From an optimization exercise on the open Yosys and OpenROAD flow, aimed at small area, a short achievable clock period and few clock cycles; shortcuts taken in it are not production practice. In this exercise RTL edits were held to simulation tests only and were not proved equivalent to the original. No activity file was given, so power comes from the tool's default toggle rates.

==> flow/config.mk <==
export PLATFORM = sky130hd
export DESIGN_NAME = subset_sum_zero_search_unit
export DESIGN_NICKNAME = subset_sum_zero_search_unit
export VERILOG_FILES = /design/flow/design.v
export SDC_FILE = /design/flow/constraint.sdc
export NUM_CORES = 8
export LEC_CHECK = 0
export CAP_MARGIN = 20
export CORE_AREA = 5 5 705 1885
export DIE_AREA = 0 0 710 1890
export PLACE_DENSITY = 0.6
export SETUP_SLACK_MARGIN = 5
export SLEW_MARGIN = 20
==> flow/constraint.sdc <==
create_clock -name core_clock -period 10.0 [get_ports {clk}]
set_input_delay 2.0000 -clock core_clock [delete_from_list [all_inputs] [get_ports {clk}]]
set_output_delay 2.0000 -clock core_clock [all_outputs]
set_load 0.01 [all_outputs]
==> flow/design.v <==
package sszs_pkg;
  localparam int WORD_W  = 64;
  localparam int SLOT_W  = 6;
  localparam int MASK_W  = 32;
  localparam int COUNT_W = 6;
  localparam logic REQ_LOAD   = 1'b0;
  localparam logic REQ_SEARCH = 1'b1;
  typedef logic [WORD_W-1:0] word_t;
  typedef struct packed {
    logic load;     
    logic start;    
    logic step;     
    logic finish;   
  } cmd_t;
  typedef struct packed {
    logic last;     
  } status_t;
  function automatic logic [COUNT_W-1:0] popcount(input logic [MASK_W-1:0] m);
    logic [4*(MASK_W/8)-1:0] part;
    logic [COUNT_W-1:0]      total;
    for (int j = 0; j < MASK_W/8; j++) begin
      part[j*4 +: 4] = '0;
      for (int k = 0; k < 8; k++) begin
        part[j*4 +: 4] = part[j*4 +: 4] + 4'(m[j*8+k]);
      end
    end
    total = '0;
    for (int j = 0; j < MASK_W/8; j++) begin
      total = total + COUNT_W'(part[j*4 +: 4]);
    end
    popcount = total;
  endfunction
endpackage
module subset_sum_zero_search_unit #(
  parameter int PREFIX_ENTRIES = 32,
  parameter int SUBSET_BITS    = 9,
  parameter int NLO            = 3
) (
  input  logic                         clk,
  input  logic                         rst,
  input  logic                         req_valid,
  output logic                         req_ready,
  input  logic                         req_type,
  input  logic [sszs_pkg::SLOT_W-1:0]  req_table_slot,
  input  logic [sszs_pkg::WORD_W-1:0]  req_value,
  output logic                         rsp_valid,
  input  logic                         rsp_ready,
  output logic [sszs_pkg::MASK_W-1:0]  rsp_found_mask,
  output logic [sszs_pkg::COUNT_W-1:0] rsp_found_count
);
  localparam int W     = sszs_pkg::WORD_W;
  localparam int NHI   = SUBSET_BITS - NLO;
  localparam int NW    = 1 << NLO;
  localparam int NST   = 1 << NHI;
  localparam int PH_W  = 8;                  
  localparam int PH_FC = NLO + 2;           
  localparam int PH_LC = NLO + 1 + NST;     
  logic [W-1:0] off [PREFIX_ENTRIES];
  logic [W-1:0] sv  [SUBSET_BITS];
  logic                        in_v;
  logic                        in_search;
  logic [sszs_pkg::SLOT_W-1:0] in_slot;
  logic [W-1:0]                in_val;     
  logic            act;        
  logic [PH_W-1:0] ph;
  logic            res_pend;   
  logic            ready_q;
  logic            init_q;     
  logic            cmp_q;      
  logic            first_q;    
  logic            last_q;     
  logic            cmp_d;      
  logic            first_d;
  logic            last_d;
  logic [NHI:0]    st;         
  logic [W-1:0]    dlt;        
  logic            cin;
  logic [NLO-1:0]  lo_sel;     
  logic out_free, move, hold, step, free;
  logic exec_load, exec, take;
  logic in_v_n, in_search_n, act_n, init_n;
  logic [PH_W-1:0] ph_n;
  logic [W-1:0]    in_val_n;
  logic [sszs_pkg::MASK_W-1:0] mask;
  logic [sszs_pkg::MASK_W-1:0] hitc;
  assign req_ready = ready_q;
  assign take      = req_valid && ready_q;
  assign out_free  = !rsp_valid || rsp_ready;
  assign move      = res_pend && out_free;
  assign hold      = first_q && res_pend && !out_free;
  assign step      = cmp_q && !last_q && !hold;
  assign free      = !act || last_q || rst;
  assign exec_load = in_v && !in_search && free;
  assign exec      = exec_load || init_q;
  always_comb begin
    in_v_n      = (in_v && !exec) || take;
    in_search_n = take ? req_type : in_search;
    in_val_n    = !take ? in_val : req_type ? req_value - W'(1) : req_value;
    act_n = act;
    ph_n  = ph;
    if (init_q) begin
      act_n = 1'b1;
      ph_n  = PH_W'(2);
    end else if (last_q) begin
      act_n = 1'b0;
    end else if (act && !hold) begin
      ph_n = ph + PH_W'(1);
    end
  end
  assign init_n = in_v_n && in_search_n && (!act_n || (ph_n == PH_W'(PH_LC)));
  always_ff @(posedge clk) begin
    if (rst) begin
      act       <= 1'b0;
      ph        <= '0;
      res_pend  <= 1'b0;
      rsp_valid <= 1'b0;
      in_v      <= 1'b0;
      ready_q   <= 1'b1;
      init_q    <= 1'b0;
      cmp_q     <= 1'b0;
      first_q   <= 1'b0;
      last_q    <= 1'b0;
      cmp_d     <= 1'b0;
      first_d   <= 1'b0;
      last_d    <= 1'b0;
    end else begin
      in_v    <= in_v_n;
      act     <= act_n;
      ph      <= ph_n;
      ready_q <= !in_v_n || !act_n || (ph_n == PH_W'(PH_LC));
      init_q  <= init_n;
      cmp_q   <= act_n && (ph_n >= PH_W'(PH_FC));
      first_q <= act_n && (ph_n == PH_W'(PH_FC));
      last_q  <= act_n && (ph_n == PH_W'(PH_LC));
      cmp_d   <= cmp_q && !hold;
      first_d <= first_q && !hold;
      last_d  <= last_q;
      if (last_d) res_pend <= 1'b1;
      else if (move) res_pend <= 1'b0;
      if (move) rsp_valid <= 1'b1;
      else if (rsp_ready) rsp_valid <= 1'b0;
    end
  end
  always_ff @(posedge clk) begin
    if (take) begin
      in_search <= req_type;
      in_slot   <= req_table_slot;
      in_val    <= in_val_n;
    end
  end
  logic [NHI-1:0] st_gray;
  logic [NHI-1:0] flip;
  logic           st_add;
  logic [W-1:0]   hi_val;
  always_comb begin
    st_gray = st[NHI-1:0] ^ (st[NHI-1:0] >> 1);
    flip    = st[NHI-1:0] & ~(st[NHI-1:0] - NHI'(1));
    st_add  = |(st_gray & flip);
    hi_val  = '0;
    for (int i = 0; i < NHI; i++)
      if (flip[i]) hi_val = hi_val | sv[NLO + i];
  end
  always_ff @(posedge clk) begin
    lo_sel <= '0;
    if (init_n) begin
      dlt <= in_val_n;
      cin <= 1'b0;
    end else if (init_q) begin
      dlt    <= sv[0];
      cin    <= 1'b0;
      lo_sel <= NLO'(1);
      st     <= (NHI + 1)'(1);
    end else if (act && ph <= PH_W'(NLO)) begin
      dlt    <= sv[ph - PH_W'(1)];
      lo_sel <= NLO'(1) << (ph - PH_W'(1));
    end else if (!hold) begin
      dlt <= st_add ? hi_val : ~hi_val;
      cin <= !st_add;
      st  <= st + (NHI + 1)'(1);
    end
  end
  function automatic logic [W-1:0] add_pp(input logic [W-1:0] a, input logic [W-1:0] b,
                                          input logic ci);
    logic [W-1:0] g, p, pp0;
    pp0 = a ^ b;
    g   = a & b;
    p   = pp0;
    g[0] = g[0] | (p[0] & ci);
    for (int l = 0; (1 << l) < W; l++) begin
      for (int i = 0; i < W; i++) begin
        if ((i >> l) % 2 == 1) begin
          int j;
          j = ((i >> l) << l) - 1;        
          g[i] = g[i] | (p[i] & g[j]);
          p[i] = p[i] & p[j];
        end
      end
    end
    add_pp = pp0 ^ {g[W-2:0], ci};
  endfunction
  logic [W-1:0] acc [NW];
  always_ff @(posedge clk) begin
    for (int k = 0; k < NW; k++) begin
      if (init_q || step || (|(lo_sel & NLO'(k))))
        acc[k] <= init_q ? dlt : add_pp(acc[k], dlt, cin);
    end
  end
  logic [NW-1:0] pm [PREFIX_ENTRIES];
  always_ff @(posedge clk) begin
    for (int c = 0; c < PREFIX_ENTRIES; c++)
      for (int k = 0; k < NW; k++)
        pm[c][k] <= (off[c] == ~acc[k]);
  end
  always_comb begin
    for (int c = 0; c < PREFIX_ENTRIES; c++)
      hitc[c] = |pm[c];
  end
  always_ff @(posedge clk) begin
    if (cmp_d) mask <= (first_d ? '0 : mask) | hitc;
    if (move) begin
      rsp_found_mask  <= mask;
      rsp_found_count <= sszs_pkg::popcount(mask);
    end
  end
  always_ff @(posedge clk) begin
    if (exec_load) begin
      for (int c = 0; c < PREFIX_ENTRIES; c++)
        if (in_slot == sszs_pkg::SLOT_W'(c)) off[c] <= in_val;
      for (int i = 0; i < SUBSET_BITS; i++)
        if (in_slot == sszs_pkg::SLOT_W'(PREFIX_ENTRIES + i)) sv[i] <= in_val;
    end
  end
endmodule
==> flow/flow/run.sh <==
#!/bin/bash
# Layout flow: the standard flow, except that global placement is replaced
# by a structured placement of the compare array (flow/seed.py):
#   standard synthesis, floorplan and pin placement (standard.sh 3_2_place_iop)
#   pre.tcl  : remove synthesis buffers (as the standard global placement does)
#   seed.py  : place every cell (compare array on a grid, the rest next to it)
#   post.tcl : place the pins again for the new placement, buffer the ports
#   standard.sh : the rest of the standard flow (resize, detailed placement,
#                 CTS, routing, finish) and the final DEF in out/
# Each tool writes its full output to its own log file in this folder.
set -euo pipefail
cd "$(dirname "$0")/.."
W=$PWD
PLAT=${FLOW_PLATFORM:-sky130hd}
FH=${FLOW_HOME:-/OpenROAD-flow-scripts/flow}
R=$W/orfs/results/$PLAT/subset_sum_zero_search_unit/base
OR=$FH/../tools/install/OpenROAD/bin/openroad
[ -x "$OR" ] || OR=openroad
export PLATFORM_DIR=$FH/platforms/$PLAT
export RESULTS_DIR=$R
export SEED_BANDROWS=170 SEED_BSITES=146 SEED_SSITES=300
bash standard.sh 3_2_place_iop > flow_standard_to_iop.log 2>&1
$OR -no_init -exit flow/pre.tcl > flow_pre.log 2>&1
$OR -python -no_init -exit flow/seed.py $R/3_2_nobuf.odb $R/3_2_seeded.odb > flow_seed.log 2>&1
$OR -no_init -exit flow/post.tcl > flow_post.log 2>&1
bash standard.sh > flow_standard_finish.log 2>&1
==> flow/flow/post.tcl <==
read_liberty $::env(PLATFORM_DIR)/lib/sky130_fd_sc_hd__tt_025C_1v80.lib
read_db $::env(RESULTS_DIR)/3_2_seeded.odb
read_sdc $::env(RESULTS_DIR)/2_floorplan.sdc
source $::env(PLATFORM_DIR)/setRC.tcl
place_pins -hor_layers met3 -ver_layers met2
buffer_ports
estimate_parasitics -placement
report_wns
write_db $::env(RESULTS_DIR)/3_3_place_gp.odb
==> flow/flow/pre.tcl <==
read_liberty $::env(PLATFORM_DIR)/lib/sky130_fd_sc_hd__tt_025C_1v80.lib
read_db $::env(RESULTS_DIR)/3_2_place_iop.odb
read_sdc $::env(RESULTS_DIR)/2_floorplan.sdc
remove_buffers
write_db $::env(RESULTS_DIR)/3_2_nobuf.odb
==> flow/flow/seed.py <==
# Structured placement of the compare array (rows = offsets, columns = walkers).
# Site-exact: each compare cell of (offset c, walker k, bit b) sits where the
# horizontal line of off[c][b] meets the vertical line of acc[k][b]; offset
# flops sit on their own line level in a stripe between walker columns 3 and 4;
# a band between offset rows 15 and 16 holds the walker registers (one bit per
# row pair, so each walker's adder stacks up its column), the subset values
# and the delta. Cells that only feed one walker stay in its column; every
# other cell goes to the mean of its neighbours, then to the nearest free sites.
import os, re, sys, bisect
from openroad import Design, Tech

src, dst = sys.argv[1], sys.argv[2]
E = lambda k, d: int(os.environ.get(k, d))
BROWS = E('SEED_BROWS', 16)      # site rows per block (8 line levels, 2 rows each)
BSITES = E('SEED_BSITES', 122)   # sites per walker column
SSITES = E('SEED_SSITES', 218)   # sites in the offset flop stripe
BANDR = E('SEED_BANDROWS', 105)  # rows in the band
MROWS = E('SEED_MROWS', 4)
MSITES = E('SEED_MSITES', 22)
NROW = 32

tech = Tech(); design = Design(tech)
design.readDb(src)
block = design.getBlock()

FLOP = re.compile(r'^(off|acc)\\\[(\d+)\\\]\\\[(\d+)\\\]')
BUFRE = re.compile(r'sky130_fd_sc_hd__(buf|clkbuf|inv|clkinv|dlygate|clkdlybuf)')

rows = []
for r in block.getRows():
    o = r.getOrigin(); site = r.getSite()
    rows.append((o[1], o[0], r.getSiteCount(), site.getWidth(), site.getHeight(), r.getOrient()))
rows.sort()
SW_, SH_ = rows[0][3], rows[0][4]
RX0 = rows[0][1]
NR = len(rows)
NS = rows[0][2]
occ = [bytearray(NS) for _ in range(NR)]
info = {}
for i in block.getInsts():
    if i.isFixed() or i.getMaster().getName().startswith('sky130_fd_sc_hd__tap'):
        bb = i.getBBox()
        for ri in range(NR):
            ry = rows[ri][0]
            if bb.yMin() < ry + SH_ and bb.yMax() > ry:
                s0 = max(0, (bb.xMin() - RX0) // SW_); s1 = min(NS, -(-(bb.xMax() - RX0) // SW_))
                for s in range(s0, s1): occ[ri][s] = 1
        continue
    ins, outs = [], []
    for it in i.getITerms():
        n = it.getNet()
        if n is None or n.getSigType() in ('POWER', 'GROUND', 'CLOCK'):
            continue
        (outs if it.isOutputSignal() else ins if it.isInputSignal() else []).append(n)
    info[i.getName()] = (i, ins, outs)

line = {}
K = 0
for name, (i, ins, outs) in info.items():
    mo = FLOP.match(name)
    if mo:
        for n in outs:
            line[n.getName()] = (mo.group(1), int(mo.group(2)), int(mo.group(3)))
        if mo.group(1) == 'acc':
            K = max(K, int(mo.group(2)) + 1)
changed = True
while changed:
    changed = False
    for name, (i, ins, outs) in info.items():
        if BUFRE.match(i.getMaster().getName()) and len(ins) == 1 and ins[0].getName() in line:
            for n in outs:
                if n.getName() not in line:
                    line[n.getName()] = line[ins[0].getName()]
                    changed = True

def wsites(i):
    return -(-i.getMaster().getWidth() // SW_)
# geometry in (row, site) units
half = K // 2
def col_site(k):
    return MSITES + k * BSITES + (SSITES if k >= half else 0)
stripe_site = MSITES + half * BSITES
def row_of(c):
    return MROWS + c * BROWS + (BANDR if c >= NROW // 2 else 0)
band_row = MROWS + (NROW // 2) * BROWS
BOFF = max(0, (BANDR - 128) // 2)
need_rows = MROWS * 2 + NROW * BROWS + BANDR
need_sites = MSITES * 2 + K * BSITES + SSITES
print('rows', NR, 'need', need_rows, 'sites', NS, 'need', need_sites)
assert need_rows <= NR and need_sites <= NS

exact = {}   # name -> (row, site)
for name, (i, ins, outs) in info.items():
    mo = FLOP.match(name)
    if mo:
        kind, a, b = mo.group(1), int(mo.group(2)), int(mo.group(3))
        if kind == 'off':
            slot = SSITES // 8
            exact[name] = (row_of(a) + 2 * (b // 8), stripe_site + (b % 8) * slot + (slot - wsites(i)) // 2)
        else:
            # one bit per two rows up the band, at the left of the walker's column
            exact[name] = (band_row + BOFF + 2 * b, col_site(a) + 4)
        continue
    if BUFRE.match(i.getMaster().getName()):
        continue
    offs = [line[n.getName()] for n in ins if n.getName() in line and line[n.getName()][0] == 'off']
    accs = [line[n.getName()] for n in ins if n.getName() in line and line[n.getName()][0] == 'acc']
    if len(offs) == 1 and len(accs) == 1 and offs[0][2] == accs[0][2]:
        c, k, b = offs[0][1], accs[0][1], offs[0][2]
        exact[name] = (row_of(c) + 2 * (b // 8), col_site(k) + int((b % 8 + 0.5) * BSITES / 8) - wsites(i) // 2)
BITF = re.compile(r'^(sv|dlt|in_val)(\\\[(\d+)\\\])?\\\[(\d+)\\\]')
band_sites = NS - 2 * MSITES
for name, (i, ins, outs) in info.items():
    mb = BITF.match(name)
    if mb and name not in exact:
        b = int(mb.group(4)); idx = int(mb.group(3)) if mb.group(3) else 0
        # bit b's row pair in the stripe: dlt, in_val, sv[0..8] side by side
        if mb.group(1) == 'sv' and idx < K:
            # subset value words spread over the walker columns, on their bit's rows
            exact[name] = (band_row + BOFF + 2 * b + 1, col_site(idx) + BSITES - wsites(i) - 4)
        else:
            slot = {'dlt': 0, 'in_val': 1}.get(mb.group(1), 2)
            exact[name] = (band_row + BOFF + 2 * b + (slot % 2), stripe_site + 2 + (slot // 2) * 60)
print('K', K, 'exact', len(exact), 'cells', len(info))
# walker cones: cells feeding only one walker's registers
drv = {}
for name, (i, ins, outs) in info.items():
    for n in outs:
        drv[n.getName()] = name
owner = {}
for name, (i, ins, outs) in info.items():
    mo = FLOP.match(name)
    if not mo or mo.group(1) != 'acc':
        continue
    k = int(mo.group(2))
    stack = [n.getName() for n in ins]
    seen = set()
    depth = 0
    while stack:
        nn = stack.pop()
        d = drv.get(nn)
        if d is None or d in seen or FLOP.match(d) or BITF.match(d):
            continue
        di = info[d][0]
        if di.getMaster().isSequential():
            continue
        seen.add(d)
        owner.setdefault(d, set()).add(k)
        stack.extend(n.getName() for n in info[d][1])
walker_of = {n: next(iter(ks)) for n, ks in owner.items() if len(ks) == 1}
print('walker-owned cells', len(walker_of))

def place_at(name, ri, s):
    i = info[name][0]
    w = wsites(i)
    occ[ri][s:s + w] = b'\x01' * w
    i.setLocation(RX0 + s * SW_, rows[ri][0])
    i.setOrient(rows[ri][5])
    i.setPlacementStatus('PLACED')

def nearest(ri0, s0, w):
    best = None
    for d in range(0, NR):
        for ri in ([ri0 - d, ri0 + d] if d else [ri0]):
            if ri < 0 or ri >= NR:
                continue
            if best is not None and d * SH_ >= best[0]:
                continue
            o = occ[ri]; pat = b'\x00' * w
            s0c = min(max(s0, 0), NS - w)
            r = o.find(pat, s0c)
            l = o.rfind(pat, 0, s0c + w)
            for s in (r, l):
                if s < 0: continue
                cost = abs(s - s0c) * SW_ + d * SH_
                if best is None or cost < best[0]:
                    best = (cost, ri, s)
        if best is not None and (d + 1) * SH_ >= best[0]:
            break
    return best

# exact cells first (XNORs and flops); fall back to nearest if taken
for name, (ri, s) in exact.items():
    w = wsites(info[name][0])
    if occ[ri][s:s + w] == b'\x00' * w:
        place_at(name, ri, s)
    else:
        b = nearest(ri, s, w); place_at(name, b[1], b[2])

# neighbour averaging for the rest
pos = {}
for name, (ri, s) in exact.items():
    pos[name] = (RX0 + s * SW_, rows[ri][0])
FANMAX = E('SEED_FANMAX', 40)
nets = {}
for name, (i, ins, outs) in info.items():
    for n in ins + outs:
        nets.setdefault(n.getName(), []).append(name)
nets = {k: v for k, v in nets.items() if 2 <= len(v) <= FANMAX}
cell_nets = {}
for nn, members in nets.items():
    for m in members:
        cell_nets.setdefault(m, []).append(nn)
mid = (RX0 + (stripe_site + SSITES // 2) * SW_, rows[band_row + BANDR // 2][0])
for name in info:
    if name not in pos:
        pos[name] = mid
for it in range(E('SEED_ITERS', 80)):
    centre = {}
    for nn, members in nets.items():
        sx = sy = 0.0
        for m in members:
            x, y = pos[m]; sx += x; sy += y
        centre[nn] = (sx / len(members), sy / len(members))
    for name in info:
        if name in exact:
            continue
        cn = cell_nets.get(name)
        if not cn:
            continue
        sx = sy = 0.0
        for nn in cn:
            x, y = centre[nn]; sx += x; sy += y
        x, y = sx / len(cn), sy / len(cn)
        k = walker_of.get(name)
        if k is not None:
            x0 = RX0 + col_site(k) * SW_; x1 = x0 + BSITES * SW_
            x = min(max(x, x0), x1)
            y0 = rows[band_row][0]; y1 = rows[band_row + BANDR - 1][0]
            y = min(max(y, y0), y1)
        pos[name] = (x, y)
rest = [n for n in info if n not in exact]
row_y = [r[0] for r in rows]
for name in rest:
    i = info[name][0]
    x, y = pos[name]
    w = wsites(i)
    ri = min(NR - 1, max(0, bisect.bisect_left(row_y, y - SH_ / 2)))
    s = int((x - RX0) / SW_) - w // 2
    b = nearest(ri, s, w)
    place_at(name, b[1], b[2])
print('placed', len(info))
design.writeDb(dst)
==> flow/standard.sh <==
#!/bin/bash
# synth_recipe.tcl (not shown) runs the flow's synth.tcl, then flattens the netlist and writes it again
# the make line also repeats each setting of config.mk as NAME=value (left out here)
make -C /OpenROAD-flow-scripts/flow DESIGN_CONFIG=/design/flow/config.mk WORK_HOME=/design/flow/orfs CLKGATE_MAP_FILE= SYNTH_SCRIPT=/design/flow/synth_recipe.tcl "${@:-finish}"
==> flow_summary_export.csv, run 1 <==
group,metric,value,unit
grt,grt_usage,0.530,
logic_synthesis,yosys.area_share.simple,0.119,
run_status,tool.error,"[ERROR GRT-0116] Global routing finished with congestion. Check the congestion regions in the DRC Viewer.",
clock_network,htreeDepth,5,
grt,grt_overflow_total,10,
logic_synthesis,yosys.area.top_type_share,0.439,
floorplan,io_pins,115,
logic_synthesis,synth_compound_area_frac,0.0402,
logic_synthesis,synth_fa_ha_area_frac,0.0240,
logic_synthesis,synth_mux_area_frac,0.00194,
placement,dpl.hpwl,3160000,µm
grt,grt_pass1_vias,351000,
logic_synthesis,synth-edff-count,3346,
run_status,run_status,"aborted with a tool error",
logic_synthesis,synthTopCellsByArea,"xnor2_1 (44%), edfxtp_1 (30%), nor4_1 (8.3%)",
floorplan,die_x,710,µm
logic_synthesis,synth_top_family_by_area,"XOR/XNOR gates",
logic_synthesis,synth.avg_cell_area,9.67,µm²
clock_network,clk_path_buf_depth,5,
logic_synthesis,ys_types,105,
grt,grt_max_degree,87,
logic_synthesis,yosys.area_share.xor_xnor,0.445,
logic_synthesis,synth-seq-cells,3627,
logic_synthesis,async_flop_share,0,
logic_synthesis,synth_seq_area_share,0.318,
logic_synthesis,yosysTopAreaCell,"xnor2_1",
logic_synthesis,syn_area,334000,µm²
clock_network,cts.sinks,3627,
clock_network,cts_root_buf,"clkbuf_16",
run_status,stop_stage,"global routing (5_1_grt)",
logic_synthesis,synth-main-ff-cell,"edfxtp_1",
floorplan,die_h,1890,µm
logic_synthesis,postSynthCellCount,34500,
logic_synthesis,synth_fp_nets,35200,
floorplan,row_count,691,
floorplan,start_util,0.254,
clock_network,cts_buffers,343,
logic_synthesis,ys.warnings.count,5,
grt,grt_pass1_wl,4410000,µm
==> cells in the mapped netlist (38+ instances only) <==
master    instances
o21bai_1         61
xor2_1          211
nand4_1        1063
nor2b_1          50
nand2_1         493
a21oi_1         403
a221oi_1        114
buf_1          1397
a31oi_1          71
dfxtp_1         281
nand2b_1         49
o21ai_0         643
nand3_1          96
fa_1             80
a222oi_1         65
inv_1           216
ha_1            512
nor4_1         4432
a21o_1          175
nor2_1          233
o211ai_1         44
o31ai_1          38
nor3_1           77
a22o_1           47
clkbuf_1       2921
edfxtp_1       3346
xnor2_1       16700
a22oi_1         170
mux2_2           53
o21a_1           45
==> stage by stage <==
stage	cell area [µm²]	cells	hold slack [ps]	setup WS, ps	util
2_1_floorplan	334000	34500	416	4050	-
3_5_place_dp	435000	52800	464	3280	0.330
4_1_cts	447000	53500	486	4700	0.340
==> repair_timing <==
| item | CTS |
|---|---|
| buffers inserted | 40 |
| resized for setup | 31 |
| pin swaps | 13 |
| setup endpoints to repair | 138 |
| hold buffers | 0 |
==> cell families after synthesis <==
| group | Yosys count |
|---|---|
| AO/OA/AOI/OAI | 2060 |
| flip-flops | 3627 |
| adder cells (fa/ha/maj) | 592 |
| multiplexers | 58 |
| AND/OR/NAND/NOR | 6663 |
| buffers and inverters | 4550 |
| XOR/XNOR | 16900 |
==> how the worst min path moves through the flow <==
stage	startpoint	to	slack (ps)
2_1_floorplan	last_d$_SDFF_PP0_	res_pend$_SDFFE_PP0P_	420
4_1_cts	mask[16]$_DFFE_PP_	rsp_found_mask[16]$_DFFE_PP_	490
3_5_place_dp	mask[16]$_DFFE_PP_	rsp_found_mask[16]$_DFFE_PP_	460
==> power by group through the flow <==
stage	sequential, W	clock [W]	combinational [W]
4_1_cts	0.0233	0.0149	0.0741
3_5_place_dp	0.0238	0	0.0734
2_1_floorplan	0.0198	0	0.0368
==> routing by layer <==
| metal | global-route usage | overflow |
|---|---|---|
| met5 | 0.102 | 1 |
| met4 | 0.357 | 3 |
| met3 | 0.400 | 5 |
| met2 | 0.641 | 0 |
| met1 | 0.621 | 1 |
Testbench counts, summed over its fixed seeds: cycles 13,480.
==> inputs of run 2 (changes only) <==
--- a/flow/design.v
+++ b/flow/design.v
@@ -56,5 +56,5 @@
   localparam int PH_FC = NLO + 2;           
   localparam int PH_LC = NLO + 1 + NST;     
-  logic [W-1:0] off [PREFIX_ENTRIES];
+  logic [W-1:0] off [PREFIX_ENTRIES];     
   logic [W-1:0] sv  [SUBSET_BITS];
   logic                        in_v;
@@ -96,5 +96,5 @@
     in_v_n      = (in_v && !exec) || take;
     in_search_n = take ? req_type : in_search;
-    in_val_n    = !take ? in_val : req_type ? req_value - W'(1) : req_value;
+    in_val_n    = take ? req_value : in_val;
     act_n = act;
     ph_n  = ph;
@@ -226,5 +226,5 @@
     if (exec_load) begin
       for (int c = 0; c < PREFIX_ENTRIES; c++)
-        if (in_slot == sszs_pkg::SLOT_W'(c)) off[c] <= in_val;
+        if (in_slot == sszs_pkg::SLOT_W'(c)) off[c] <= in_val - W'(1);
       for (int i = 0; i < SUBSET_BITS; i++)
         if (in_slot == sszs_pkg::SLOT_W'(PREFIX_ENTRIES + i)) sv[i] <= in_val;
--- a/flow/flow/run.sh
+++ b/flow/flow/run.sh
@@ -8,4 +8,6 @@
 #   standard.sh : the rest of the standard flow (resize, detailed placement,
 #                 CTS, routing, finish) and the final DEF in out/
+# standard.sh runs with its setup slack margin raised to 6 ns (flow_standard.sh),
+# and global routing first eases the layer capacity reduction (flow/grt.tcl).
 # Each tool writes its full output to its own log file in this folder.
 set -euo pipefail
@@ -20,7 +22,12 @@
 export RESULTS_DIR=$R
 export SEED_BANDROWS=170 SEED_BSITES=146 SEED_SSITES=300
-bash standard.sh 3_2_place_iop > flow_standard_to_iop.log 2>&1
+export PRE_GLOBAL_ROUTE_TCL=$W/flow/grt.tcl
+# the standard flow with a setup margin of 6 ns for the timing repairs (the
+# clock period and constraints are the standard flow's own)
+sed 's/SETUP_SLACK_MARGIN=[0-9.]*/SETUP_SLACK_MARGIN=6/' standard.sh > flow_standard.sh
+grep -q 'SETUP_SLACK_MARGIN=6' flow_standard.sh
+bash flow_standard.sh 3_2_place_iop > flow_standard_to_iop.log 2>&1
 $OR -no_init -exit flow/pre.tcl > flow_pre.log 2>&1
 $OR -python -no_init -exit flow/seed.py $R/3_2_nobuf.odb $R/3_2_seeded.odb > flow_seed.log 2>&1
 $OR -no_init -exit flow/post.tcl > flow_post.log 2>&1
-bash standard.sh > flow_standard_finish.log 2>&1
+bash flow_standard.sh > flow_standard_finish.log 2>&1
==> flow/flow/grt.tcl (new file) <==
# before global routing: ease the platform's layer capacity reduction (20 %)
# to 10 %, as the global router suggests for this design's crossbar
set_global_routing_layer_adjustment $::env(MIN_ROUTING_LAYER)-$::env(MAX_ROUTING_LAYER) 0.10
==> run 2 against run 1 <==
The flow again stops in global routing (5_1_grt). Synthesized cell count about the same. Synthesized area barely moved.
==> flow_summary_export.csv, run 2 <==
group,metric,value,unit
logic_synthesis,synth_compound_area_frac,0.0388,
logic_synthesis,synth_top_family_by_area,"XOR/XNOR gates",
grt,grt_usage,0.463,
run_status,tool.error,"[ERROR GRT-0232] Routing congestion too high. Check the congestion heatmap in the GUI.",
floorplan,row_count,691,
logic_synthesis,synth_mux_area_frac,0.00444,
logic_synthesis,synth-main-ff-cell,"edfxtp_1",
logic_synthesis,yosysTopAreaCell,"xnor2_1",
run_status,run_status,"aborted with a tool error",
run_status,stop_stage,"global routing (5_1_grt)",
floorplan,start_util,0.254,
grt,grt_overflow_total,16,
floorplan,die_h,1890,µm
clock_network,htreeDepth,5,
logic_synthesis,ys_top_cells_by_count,"xnor2_1 (16.7k), nor4_1 (4427), edfxtp_1 (3346)",
clock_network,cts.sinks,3627,
logic_synthesis,synth_fp_nets,35100,
placement,placed_cell_area,436000,µm²
logic_synthesis,yosys.area_share.simple,0.119,
clock_network,hold_buffers,0,
logic_synthesis,yosys.area_share.xor_xnor,0.444,
logic_synthesis,syn_area,334000,µm²
placement,placed_cells,52800,
logic_synthesis,yosysMostFrequentCell,"xnor2_1",
logic_synthesis,synth-edff-count,3346,
logic_synthesis,synthTopCellsByArea,"xnor2_1 (44%), edfxtp_1 (30%), nor4_1 (8.3%)",
logic_synthesis,synth.avg_cell_area,9.68,µm²
logic_synthesis,postSynthCellCount,34500,
logic_synthesis,async_flop_share,0,
placement,dpl.hpwl,3170000,µm
logic_synthesis,ys.warnings.count,5,
logic_synthesis,ys_types,93,
logic_synthesis,synth-seq-cells,3627,
clock_network,clk_path_buf_depth,5,
clock_network,cts_buffers,346,
floorplan,die_x,710,µm
logic_synthesis,synth_fa_ha_area_frac,0.0240,
clock_network,cts_root_buf,"clkbuf_16",
grt,grt_max_degree,87,
logic_synthesis,synth_seq_area_share,0.318,
floorplan,io_pins,115,
logic_synthesis,yosys.area.top_type_share,0.437,
==> run 2: cell types whose count changed after synthesis, sizes merged, moves of 24 or more <==
cell	before	now
xnor2	16733	16665
xor2	211	268
nand3	96	72
clkbuf	2921	2867
mux2	53	128
o21ai	673	616
nand2	493	444
buf	1412	1460
==> run 2: cell families after synthesis <==
family / Yosys count
multiplexers: 132
buffers and inverters: 4565
flip-flops: 3627
adder cells (fa/ha/maj): 592
AO/OA/AOI/OAI: 1998
AND/OR/NAND/NOR: 6626
XOR/XNOR: 16900
==> run 2: metrics by stage <==
| step | hold slack, ps | worst slack [ps] | utilization | total power (W) |
|---|---|---|---|---|
| 2_1_floorplan | 416 | 4370 | - | 0.0543 |
| 3_5_place_dp | 473 | 2150 | 0.331 | 0.0922 |
| 4_1_cts | 504 | 4820 | 0.345 | 0.109 |
==> run 2: timing repair <==
item | CTS
gates cloned | 18
setup buffers | 432
endpoints found under the setup margin | 3048
pin swaps | 130
gates resized for setup | 557
==> run 2: power groups by stage <==
stage	clock network (W)	logic, W	registers [W]
3_5_place_dp	0	0.0688	0.0234
2_1_floorplan	0	0.0347	0.0196
4_1_cts	0.0150	0.0723	0.0217
==> run 2: routing by layer <==
metal  GRT overflow  track usage
met1              2        0.587
met2              4        0.588
met3              2        0.261
met4              8        0.285
met5              0       0.0793
==> run 2: worst max path at each step <==
stage,start,end,slack (ps),depth (start not counted)
floorplan,rsp_ready,acc[7][0]$_DFFE_PP_,4370,6
detailed placement,rsp_ready,dlt[2]$_DFFE_PP_,2150,13
CTS,mask[1]$_DFFE_PP_,rsp_found_count[4]$_DFFE_PP_,4820,13
Testbench counts of run 2, summed over its fixed seeds: cycles 13,480.
